This is an optimization exercise on Yosys and OpenROAD, whose aim is small area, a short achievable clock period and few clock cycles per item, not a production implementation. At most, simulation tests tie the RTL to the original design; equivalence was not proved. No activity file was given, so power comes from the tool's default toggle rates.

==> module smf_back, before the edit <==
module smf_back (
    input  logic        clk,
    input  logic        rst_n,
    input  logic [3:0]  window_len,
    input  logic        adv,
    input  logic        a_v,
    input  logic        a_fill,
    input  logic        a_emit,
    input  logic        a_last,
    input  logic [3:0]  a_ws,
    input  logic [15:0] a_y,
    output logic        push,
    output logic [15:0] push_median,
    output logic        push_last
);
    localparam int N = MAX_WINDOW;
    logic [15:0] x_q [N];
    logic [3:0]  r_q [N];
    logic         b_v, b_fill, b_emit, b_last;
    logic [N-1:0] b_sel;
    logic [15:0]  b_y;
    logic [N-1:0] b_le;
    logic         b_cb;
    logic         c_v, c_last;
    logic         p_v;
    logic [N-1:0] p_sel;
    logic [3:0]   p_r;
    logic [3:0]   ro_q;
    logic [2:0]   h;
    logic [3:0]   w_m1;
    logic [N-1:0] act;
    logic [N-1:0] a_sel;
    logic [N-1:0] a_c;
    logic         a_cb;
    logic [N-1:0] pend;
    logic [3:0]   p_upd;
    logic         p_up, p_dn;
    logic [3:0]   ro_r;
    logic         ro_le, ro_dn;
    logic [N-1:0] dec;
    logic [N-1:0] up;
    logic [N-1:0] dn;
    logic [3:0]   r_upd [N];
    logic [3:0]   r_new;
    logic [3:0]   ro_next;
    logic [15:0]  med;
    assign h    = window_len[3:1];
    assign w_m1 = {window_len[3:1], 1'b0};
    assign a_cb = smf_pkg::slt16(a_y, b_y);
    always_comb
    begin
        for (int i = 0; i < N; i++)
        begin
            act[i]   = (4'(i) <= w_m1);
            a_sel[i] = (a_ws == 4'(i));
            a_c[i]   = (b_v && (b_fill || b_sel[i])) ? a_cb : smf_pkg::slt16(a_y, x_q[i]);
        end
    end
    always_comb
    begin
        for (int i = 0; i < N; i++)
            p_sel[i] = (4'(i) == w_m1) ? b_sel[0] : ((i < N - 1) ? b_sel[(i + 1) % N] : 1'b0);
        pend = p_v ? p_sel : '0;
        for (int i = 0; i < N; i++)
        begin
            dec[i]   = smf_pkg::ugt4(r_q[i], ro_q);
            up[i]    = ~b_le[i] & ~dec[i];
            dn[i]    = b_le[i] & dec[i];
            r_upd[i] = smf_pkg::updn4(r_q[i], up[i], dn[i]);
        end
        p_up  = b_cb;
        p_dn  = smf_pkg::ugt4(p_r, ro_q);
        p_upd = smf_pkg::updn4(p_r, p_up & ~p_dn, p_dn & ~p_up);
        r_new = smf_pkg::pop15(b_le);
        ro_r  = '0;
        ro_le = 1'b0;
        for (int i = 0; i < N; i++)
            if (a_sel[i])
            begin
                ro_r  = ro_r | r_q[i];
                ro_le = ro_le | b_le[i];
            end
        ro_dn = smf_pkg::ugt4(ro_r, ro_q);
        if (b_v && b_fill)
            ro_next = '0;
        else if (b_v)
            ro_next = smf_pkg::updn4(ro_r, ~ro_le & ~ro_dn, ro_le & ro_dn);
        else
            ro_next = ro_r;
    end
    always_ff @(posedge clk or negedge rst_n)
    begin
        if (!rst_n)
        begin
            b_v <= 1'b0;
            c_v <= 1'b0;
            p_v <= 1'b0;
        end
        else if (adv)
        begin
            b_v <= a_v;
            c_v <= b_v && b_emit;
            if (b_v)
                p_v <= !b_fill;
            else
                p_v <= 1'b0;
        end
    end
    always_ff @(posedge clk)
    begin
        if (adv)
        begin
            b_fill <= a_fill;
            b_emit <= a_emit;
            b_last <= a_last;
            b_sel  <= a_sel;
            b_y    <= a_y;
            b_cb   <= a_cb;
            b_le   <= ~a_c & act & ~a_sel;
            c_last <= b_last;
            p_r    <= r_new;
            ro_q   <= ro_next;
        end
    end
    always_ff @(posedge clk)
    begin
        for (int i = 0; i < N; i++)
        begin
            if (adv && b_v && (b_fill || b_sel[i]))
                x_q[i] <= b_y;
            if (adv)
            begin
                if (b_v && b_fill)
                    r_q[i] <= 4'(i);
                else if (b_v && b_sel[i])
                    r_q[i] <= r_q[i];
                else if (pend[i])
                    r_q[i] <= b_v ? p_upd : p_r;
                else if (b_v)
                    r_q[i] <= r_upd[i];
            end
        end
    end
    always_comb
    begin
        med = '0;
        for (int i = 0; i < N; i++)
            if (act[i] && (pend[i] ? (p_r == {1'b0, h}) : (r_q[i] == {1'b0, h})))
                med = med | x_q[i];
    end
    assign push        = adv && c_v;
    assign push_median = med;
    assign push_last   = c_last;
endmodule
Settings: LEC_CHECK=0, CAP_MARGIN=20, CORE_MARGIN=2, CORE_UTILIZATION=40, SLEW_MARGIN=20, SETUP_SLACK_MARGIN=6.6; clock period 10.0 ns.
standard.sh (not shown) runs the stock make flow with config.mk's settings and CLKGATE_MAP_FILE= SYNTH_SCRIPT=/design/flow/synth_recipe.tcl, a recipe that flattens the netlist after the stock synthesis.
==> flow/flow/run.sh <==
#!/bin/bash
# Standard ORFS layout, with the setup repair aimed at a tighter slack target.
# The clock, the constraints and every step are the standard flow's own (standard.sh); only
# the repair target differs. Each tool's output is kept in a log file here.
set -euo pipefail
cd "$(dirname "$0")/.."
bash standard.sh synth > flow_synth.log 2>&1
margin=$(cat flow/margin.txt)
echo "export SETUP_SLACK_MARGIN = ${margin}" >> config.mk
bash standard.sh > flow_layout.log 2>&1
==> flow/flow/margin.txt <==
6.6
The first run went through all stages and came out clean.
Then changed:
--- a/flow/design.v
+++ b/flow/design.v
@@ -250,7 +250,6 @@
     logic [N-1:0] b_sel;
     logic [15:0]  b_y;
     logic [N-1:0] b_le;
-    logic         b_cb;
     logic         c_v, c_last;
     logic         p_v;
     logic [N-1:0] p_sel;
@@ -288,8 +287,6 @@
     end
     always_comb
     begin
-        for (int i = 0; i < N; i++)
-            p_sel[i] = (4'(i) == w_m1) ? b_sel[0] : ((i < N - 1) ? b_sel[(i + 1) % N] : 1'b0);
         pend = p_v ? p_sel : '0;
         for (int i = 0; i < N; i++)
         begin
@@ -298,7 +295,7 @@
             dn[i]    = b_le[i] & dec[i];
             r_upd[i] = smf_pkg::updn4(r_q[i], up[i], dn[i]);
         end
-        p_up  = b_cb;
+        p_up  = |(pend & ~b_le);
         p_dn  = smf_pkg::ugt4(p_r, ro_q);
         p_upd = smf_pkg::updn4(p_r, p_up & ~p_dn, p_dn & ~p_up);
         r_new = smf_pkg::pop15(b_le);
@@ -345,9 +342,9 @@
             b_last <= a_last;
             b_sel  <= a_sel;
             b_y    <= a_y;
-            b_cb   <= a_cb;
             b_le   <= ~a_c & act & ~a_sel;
             c_last <= b_last;
+            p_sel  <= b_sel;
             p_r    <= r_new;
             ro_q   <= ro_next;
         end
What happened: The new run passed the timing, design-rule and antenna checks; sequential cell count came out higher by 14; global-route usage stays flat; core utilization shrinks by 1.3 points; total power went up by 0.78%; area after synthesis grows by 3.6%; die area climbs by about 3.5%; clock skew rises by 9.3 ps.
Testbench counts after the change, summed over its fixed seeds: cycles 12,155, items 11,227.
No functional check of the RTL was part of the first run of this note.

Setup of job 101:
Starting RTL as in the previous note.
==> flow/config.mk <==
export PLATFORM = sky130hd
export DESIGN_NAME = sliding_median_filter
export DESIGN_NICKNAME = sliding_median_filter
export VERILOG_FILES = /design/flow/design.v
export SDC_FILE = /design/flow/constraint.sdc
export NUM_CORES = 4
export LEC_CHECK = 0
export CAP_MARGIN = 20
export CORE_MARGIN = 2
export CORE_UTILIZATION = 40
export CTS_CLUSTER_DIAMETER = 80
export CTS_CLUSTER_SIZE = 20
export SLEW_MARGIN = 20
export SETUP_SLACK_MARGIN = 6.6
==> flow/constraint.sdc <==
create_clock -name core_clock -period 10.0 [get_ports {clk}]
set_input_delay 2.0000 -clock core_clock [delete_from_list [all_inputs] [get_ports {clk}]]
set_output_delay 2.0000 -clock core_clock [all_outputs]
set_load 0.01 [all_outputs]
Scripts as last shown in full above: flow/flow/run.sh, flow/flow/margin.txt
Modified inputs, job 104 compared to job 101
-- flow/design.v --
<<< job 101, line 251
    logic [15:0]  b_y;
    logic [N-1:0] b_le;
    logic         b_cb;
    logic         c_v, c_last;
    logic         p_v;
>>> job 104, line 251
    logic [15:0]  b_y;
    logic [N-1:0] b_le;
    logic         c_v, c_last;
    logic         p_v;
<<< job 101, line 289
    always_comb
    begin
        for (int i = 0; i < N; i++)
            p_sel[i] = (4'(i) == w_m1) ? b_sel[0] : ((i < N - 1) ? b_sel[(i + 1) % N] : 1'b0);
        pend = p_v ? p_sel : '0;
        for (int i = 0; i < N; i++)
>>> job 104, line 288
    always_comb
    begin
        pend = p_v ? p_sel : '0;
        for (int i = 0; i < N; i++)
<<< job 101, line 299
            r_upd[i] = smf_pkg::updn4(r_q[i], up[i], dn[i]);
        end
        p_up  = b_cb;
        p_dn  = smf_pkg::ugt4(p_r, ro_q);
        p_upd = smf_pkg::updn4(p_r, p_up & ~p_dn, p_dn & ~p_up);
>>> job 104, line 296
            r_upd[i] = smf_pkg::updn4(r_q[i], up[i], dn[i]);
        end
        p_up  = |(pend & ~b_le);
        p_dn  = smf_pkg::ugt4(p_r, ro_q);
        p_upd = smf_pkg::updn4(p_r, p_up & ~p_dn, p_dn & ~p_up);
<<< job 101, line 346
            b_sel  <= a_sel;
            b_y    <= a_y;
            b_cb   <= a_cb;
            b_le   <= ~a_c & act & ~a_sel;
            c_last <= b_last;
            p_r    <= r_new;
            ro_q   <= ro_next;
>>> job 104, line 343
            b_sel  <= a_sel;
            b_y    <= a_y;
            b_le   <= ~a_c & act & ~a_sel;
            c_last <= b_last;
            p_sel  <= b_sel;
            p_r    <= r_new;
            ro_q   <= ro_next;
Findings:
No run among job 104 and job 101 stopped early or left any final violation; all are clean.
Relative to job 101, total power has increased by 1.3% in job 104.
met3 track demand over resource in global routing ends up higher on job 104.
Relative to job 101, the via count of the first global-routing pass measured on job 104 has increased by a few percent.
From job 101 to job 104 the numbers moved as follows: reported leakage power moved down, sequential cell count moved up.
Testbench counts of job 104, summed over its fixed seeds: cycles 12,155, items 11,227.
Function not checked in job 101: the RTL went through the layout flow alone.

Setup of run 1:
sliding_median_filter with an RTL version that a note above also has.
Size in the first run: ~2400 cells after synthesis, about 26000 um2 of cells after synthesis.
## sliding_median_filter
module sliding_median_filter (
    input  logic                 clk,
    input  logic                 rst_n,
    input  logic                 samples_valid,
    output logic                 samples_ready,
    input  logic [15:0]          samples_sample,
    input  logic                 samples_end_of_seq,
    output logic                 medians_valid,
    input  logic                 medians_ready,
    output logic [15:0]          medians_median,
    output logic                 medians_last_out,
    input  logic                 cfg_valid,
    output logic                 cfg_ready,
    input  logic [3:0]           cfg_window_len
);
==> module smf_back, before the edit <==
module smf_back (
    input  logic        clk,
    input  logic        rst_n,
    input  logic [3:0]  window_len,
    input  logic        adv,
    input  logic        a_v,
    input  logic        a_fill,
    input  logic        a_emit,
    input  logic        a_last,
    input  logic [3:0]  a_ws,
    input  logic [15:0] a_y,
    output logic        push,
    output logic [15:0] push_median,
    output logic        push_last
);
    localparam int N = MAX_WINDOW;
    logic [15:0] x_q [N];
    logic [3:0]  r_q [N];
    logic         b_v, b_fill, b_emit, b_last;
    logic [N-1:0] b_sel;
    logic [15:0]  b_y;
    logic [N-1:0] b_le;
    logic         c_v, c_last;
    logic         p_v;
    logic [N-1:0] p_sel;
    logic [3:0]   p_r;
    logic [3:0]   ro_q;
    logic [2:0]   h;
    logic [3:0]   w_m1;
    logic [N-1:0] act;
    logic [N-1:0] a_sel;
    logic [N-1:0] a_c;
    logic         a_cb;
    logic [N-1:0] pend;
    logic [3:0]   p_upd;
    logic         p_up, p_dn;
    logic [3:0]   ro_r;
    logic         ro_le, ro_dn;
    logic [N-1:0] dec;
    logic [N-1:0] up;
    logic [N-1:0] dn;
    logic [3:0]   r_upd [N];
    logic [3:0]   r_new;
    logic [3:0]   ro_next;
    logic [15:0]  med;
    assign h    = window_len[3:1];
    assign w_m1 = {window_len[3:1], 1'b0};
    assign a_cb = smf_pkg::slt16(a_y, b_y);
    always_comb
    begin
        for (int i = 0; i < N; i++)
        begin
            act[i]   = (4'(i) <= w_m1);
            a_sel[i] = (a_ws == 4'(i));
            a_c[i]   = (b_v && (b_fill || b_sel[i])) ? a_cb : smf_pkg::slt16(a_y, x_q[i]);
        end
    end
    always_comb
    begin
        pend = p_v ? p_sel : '0;
        for (int i = 0; i < N; i++)
        begin
            dec[i]   = smf_pkg::ugt4(r_q[i], ro_q);
            up[i]    = ~b_le[i] & ~dec[i];
            dn[i]    = b_le[i] & dec[i];
            r_upd[i] = smf_pkg::updn4(r_q[i], up[i], dn[i]);
        end
        p_up  = |(pend & ~b_le);
        p_dn  = smf_pkg::ugt4(p_r, ro_q);
        p_upd = smf_pkg::updn4(p_r, p_up & ~p_dn, p_dn & ~p_up);
        r_new = smf_pkg::pop15(b_le);
        ro_r  = '0;
        ro_le = 1'b0;
        for (int i = 0; i < N; i++)
            if (a_sel[i])
            begin
                ro_r  = ro_r | r_q[i];
                ro_le = ro_le | b_le[i];
            end
        ro_dn = smf_pkg::ugt4(ro_r, ro_q);
        if (b_v && b_fill)
            ro_next = '0;
        else if (b_v)
            ro_next = smf_pkg::updn4(ro_r, ~ro_le & ~ro_dn, ro_le & ro_dn);
        else
            ro_next = ro_r;
    end
    always_ff @(posedge clk or negedge rst_n)
    begin
        if (!rst_n)
        begin
            b_v <= 1'b0;
            c_v <= 1'b0;
            p_v <= 1'b0;
        end
        else if (adv)
        begin
            b_v <= a_v;
            c_v <= b_v && b_emit;
            if (b_v)
                p_v <= !b_fill;
            else
                p_v <= 1'b0;
        end
    end
    always_ff @(posedge clk)
    begin
        if (adv)
        begin
            b_fill <= a_fill;
            b_emit <= a_emit;
            b_last <= a_last;
            b_sel  <= a_sel;
            b_y    <= a_y;
            b_le   <= ~a_c & act & ~a_sel;
            c_last <= b_last;
            p_sel  <= b_sel;
            p_r    <= r_new;
            ro_q   <= ro_next;
        end
    end
    always_ff @(posedge clk)
    begin
        for (int i = 0; i < N; i++)
        begin
            if (adv && b_v && (b_fill || b_sel[i]))
                x_q[i] <= b_y;
            if (adv)
            begin
                if (b_v && b_fill)
                    r_q[i] <= 4'(i);
                else if (b_v && b_sel[i])
                    r_q[i] <= r_q[i];
                else if (pend[i])
                    r_q[i] <= b_v ? p_upd : p_r;
                else if (b_v)
                    r_q[i] <= r_upd[i];
            end
        end
    end
    always_comb
    begin
        med = '0;
        for (int i = 0; i < N; i++)
            if (act[i] && (pend[i] ? (p_r == {1'b0, h}) : (r_q[i] == {1'b0, h})))
                med = med | x_q[i];
    end
    assign push        = adv && c_v;
    assign push_median = med;
    assign push_last   = c_last;
endmodule
==> flow/config.mk <==
export PLATFORM = sky130hd
export DESIGN_NAME = sliding_median_filter
export DESIGN_NICKNAME = sliding_median_filter
export VERILOG_FILES = /design/flow/design.v
export SDC_FILE = /design/flow/constraint.sdc
export NUM_CORES = 4
export LEC_CHECK = 0
export CAP_MARGIN = 20
export CORE_MARGIN = 2
export CORE_UTILIZATION = 55
export PLACE_DENSITY = 0.72
export SLEW_MARGIN = 20
export SETUP_SLACK_MARGIN = 6.6
==> flow/constraint.sdc <==
create_clock -name core_clock -period 10.0 [get_ports {clk}]
set_input_delay 2.0000 -clock core_clock [delete_from_list [all_inputs] [get_ports {clk}]]
set_output_delay 2.0000 -clock core_clock [all_outputs]
set_load 0.01 [all_outputs]
Scripts as last shown in full above: flow/flow/run.sh, flow/flow/margin.txt
Testbench counts of run 1, summed over its fixed seeds: cycles 12,155, items 11,227.
Changes in run 2 relative to run 1:
==> flow/design.v, changed modules only <==
module smf_back (
    input  logic        clk,
    input  logic        rst_n,
    input  logic [3:0]  window_len,
    input  logic        adv,
    input  logic        a_v,
    input  logic        a_fill,
    input  logic        a_emit,
    input  logic        a_last,
    input  logic [3:0]  a_ws,
    input  logic [15:0] a_y,
    output logic        push,
    output logic [15:0] push_median,
    output logic        push_last
);
    localparam int N = MAX_WINDOW;
    logic [15:0] x_q [N];
    logic [3:0]  r_q [N];
    logic         b_v, b_fill, b_emit, b_last;
    logic [N-1:0] b_sel;
    logic [15:0]  b_y;
    logic [N-1:0] b_le;
    logic         b_cb;
    logic         c_v, c_last;
    logic         p_v;
    logic [N-1:0] p_sel;
    logic [3:0]   p_r;
    logic [3:0]   ro_q;
    logic [2:0]   h;
    logic [3:0]   w_m1;
    logic [N-1:0] act;
    logic [N-1:0] a_sel;
    logic [N-1:0] a_c;
    logic         a_cb;
    logic [N-1:0] pend;
    logic [3:0]   p_upd;
    logic         p_up, p_dn;
    logic [3:0]   ro_r;
    logic         ro_le, ro_dn;
    logic [N-1:0] dec;
    logic [N-1:0] up;
    logic [N-1:0] dn;
    logic [3:0]   r_upd [N];
    logic [3:0]   r_new;
    logic [3:0]   ro_next;
    logic [15:0]  med;
    assign h    = window_len[3:1];
    assign w_m1 = {window_len[3:1], 1'b0};
    assign a_cb = smf_pkg::slt16(a_y, b_y);
    always_comb
    begin
        for (int i = 0; i < N; i++)
        begin
            act[i]   = (4'(i) <= w_m1);
            a_sel[i] = (a_ws == 4'(i));
            a_c[i]   = (b_v && (b_fill || b_sel[i])) ? a_cb : smf_pkg::slt16(a_y, x_q[i]);
        end
    end
    always_comb
    begin
        for (int i = 0; i < N; i++)
            p_sel[i] = (4'(i) == w_m1) ? b_sel[0] : ((i < N - 1) ? b_sel[(i + 1) % N] : 1'b0);
        pend = p_v ? p_sel : '0;
        for (int i = 0; i < N; i++)
        begin
            dec[i]   = smf_pkg::ugt4(r_q[i], ro_q);
            up[i]    = ~b_le[i] & ~dec[i];
            dn[i]    = b_le[i] & dec[i];
            r_upd[i] = smf_pkg::updn4(r_q[i], up[i], dn[i]);
        end
        p_up  = b_cb;
        p_dn  = smf_pkg::ugt4(p_r, ro_q);
        p_upd = smf_pkg::updn4(p_r, p_up & ~p_dn, p_dn & ~p_up);
        r_new = smf_pkg::pop15(b_le);
        ro_r  = '0;
        ro_le = 1'b0;
        for (int i = 0; i < N; i++)
            if (a_sel[i])
            begin
                ro_r  = ro_r | r_q[i];
                ro_le = ro_le | b_le[i];
            end
        ro_dn = smf_pkg::ugt4(ro_r, ro_q);
        if (b_v && b_fill)
            ro_next = '0;
        else if (b_v)
            ro_next = smf_pkg::updn4(ro_r, ~ro_le & ~ro_dn, ro_le & ro_dn);
        else
            ro_next = ro_r;
    end
    always_ff @(posedge clk or negedge rst_n)
    begin
        if (!rst_n)
        begin
            b_v <= 1'b0;
            c_v <= 1'b0;
            p_v <= 1'b0;
        end
        else if (adv)
        begin
            b_v <= a_v;
            c_v <= b_v && b_emit;
            if (b_v)
                p_v <= !b_fill;
            else
                p_v <= 1'b0;
        end
    end
    always_ff @(posedge clk)
    begin
        if (adv)
        begin
            b_fill <= a_fill;
            b_emit <= a_emit;
            b_last <= a_last;
            b_sel  <= a_sel;
            b_y    <= a_y;
            b_cb   <= a_cb;
            b_le   <= ~a_c & act & ~a_sel;
            c_last <= b_last;
            p_r    <= r_new;
            ro_q   <= ro_next;
        end
    end
    always_ff @(posedge clk)
    begin
        for (int i = 0; i < N; i++)
        begin
            if (adv && b_v && (b_fill || b_sel[i]))
                x_q[i] <= b_y;
            if (adv)
            begin
                if (b_v && b_fill)
                    r_q[i] <= 4'(i);
                else if (b_v && b_sel[i])
                    r_q[i] <= r_q[i];
                else if (pend[i])
                    r_q[i] <= b_v ? p_upd : p_r;
                else if (b_v)
                    r_q[i] <= r_upd[i];
            end
        end
    end
    always_comb
    begin
        med = '0;
        for (int i = 0; i < N; i++)
            if (act[i] && (pend[i] ? (p_r == {1'b0, h}) : (r_q[i] == {1'b0, h})))
                med = med | x_q[i];
    end
    assign push        = adv && c_v;
    assign push_median = med;
    assign push_last   = c_last;
endmodule
==> summary.txt <==
The met3 demand-to-capacity share in global routing in run 2 sits 0.35 points below the value recorded for run 1.
Compared to run 1, run 2 has number of nets at the end of the flow 10 lower.
Compared to run 1, the routing of run 2 uses less wire.
The run showing the smaller chip height is run 2.
Summary of run 2 over run 1: total of fill cells in the finished design dropped about 8%, non-clock buffer count climbed about 11%.
For the number of enable flip-flop cells after synthesis, run 2 came in 14 lower than run 1 did.
The run showing the greater final period utilization is run 2.
No functional check of the RTL was part of run 2.

## static timing again, ports no longer ideal
The results above use ideal ports. As a check the final layouts listed here were re-extracted and re-timed, cells and wires unchanged.
Step 1 (the two cells are an assumption about what drives the block):
set clk [get_ports {clk}]
set_driving_cell -lib_cell sky130_fd_sc_hd__clkbuf_16 $clk
set_driving_cell -lib_cell sky130_fd_sc_hd__buf_2 [delete_from_list [all_inputs] $clk]
Step 2 also shifts input and output timing later by t, the mid clock arrival at the registers, as if the neighbouring blocks saw the same clock.
Three values: no drivers, after step 1, after step 2; two values: the first two.
run	t, ns	setup slack, ns	cell pins on the clock port's net
the first run of note 1	0.657	6.500 / 6.500 / 6.164	1
the second run of note 1	0.682	6.611 / 6.611 / 6.085	1
job 101	0.675	6.539 / 6.539 / 6.128	1
job 104	0.699	6.580 / 6.580 / 6.116	1
run 1	0.661	6.506 / 6.506 / 6.152	1
run 2	0.644	6.472 / 6.472 / 6.197	1
After both steps setup and hold are still met in every run listed. The setup slack of the second run of note 1, which loses most, moves by 0.000 ns with the drivers and by -0.526 ns with both steps.
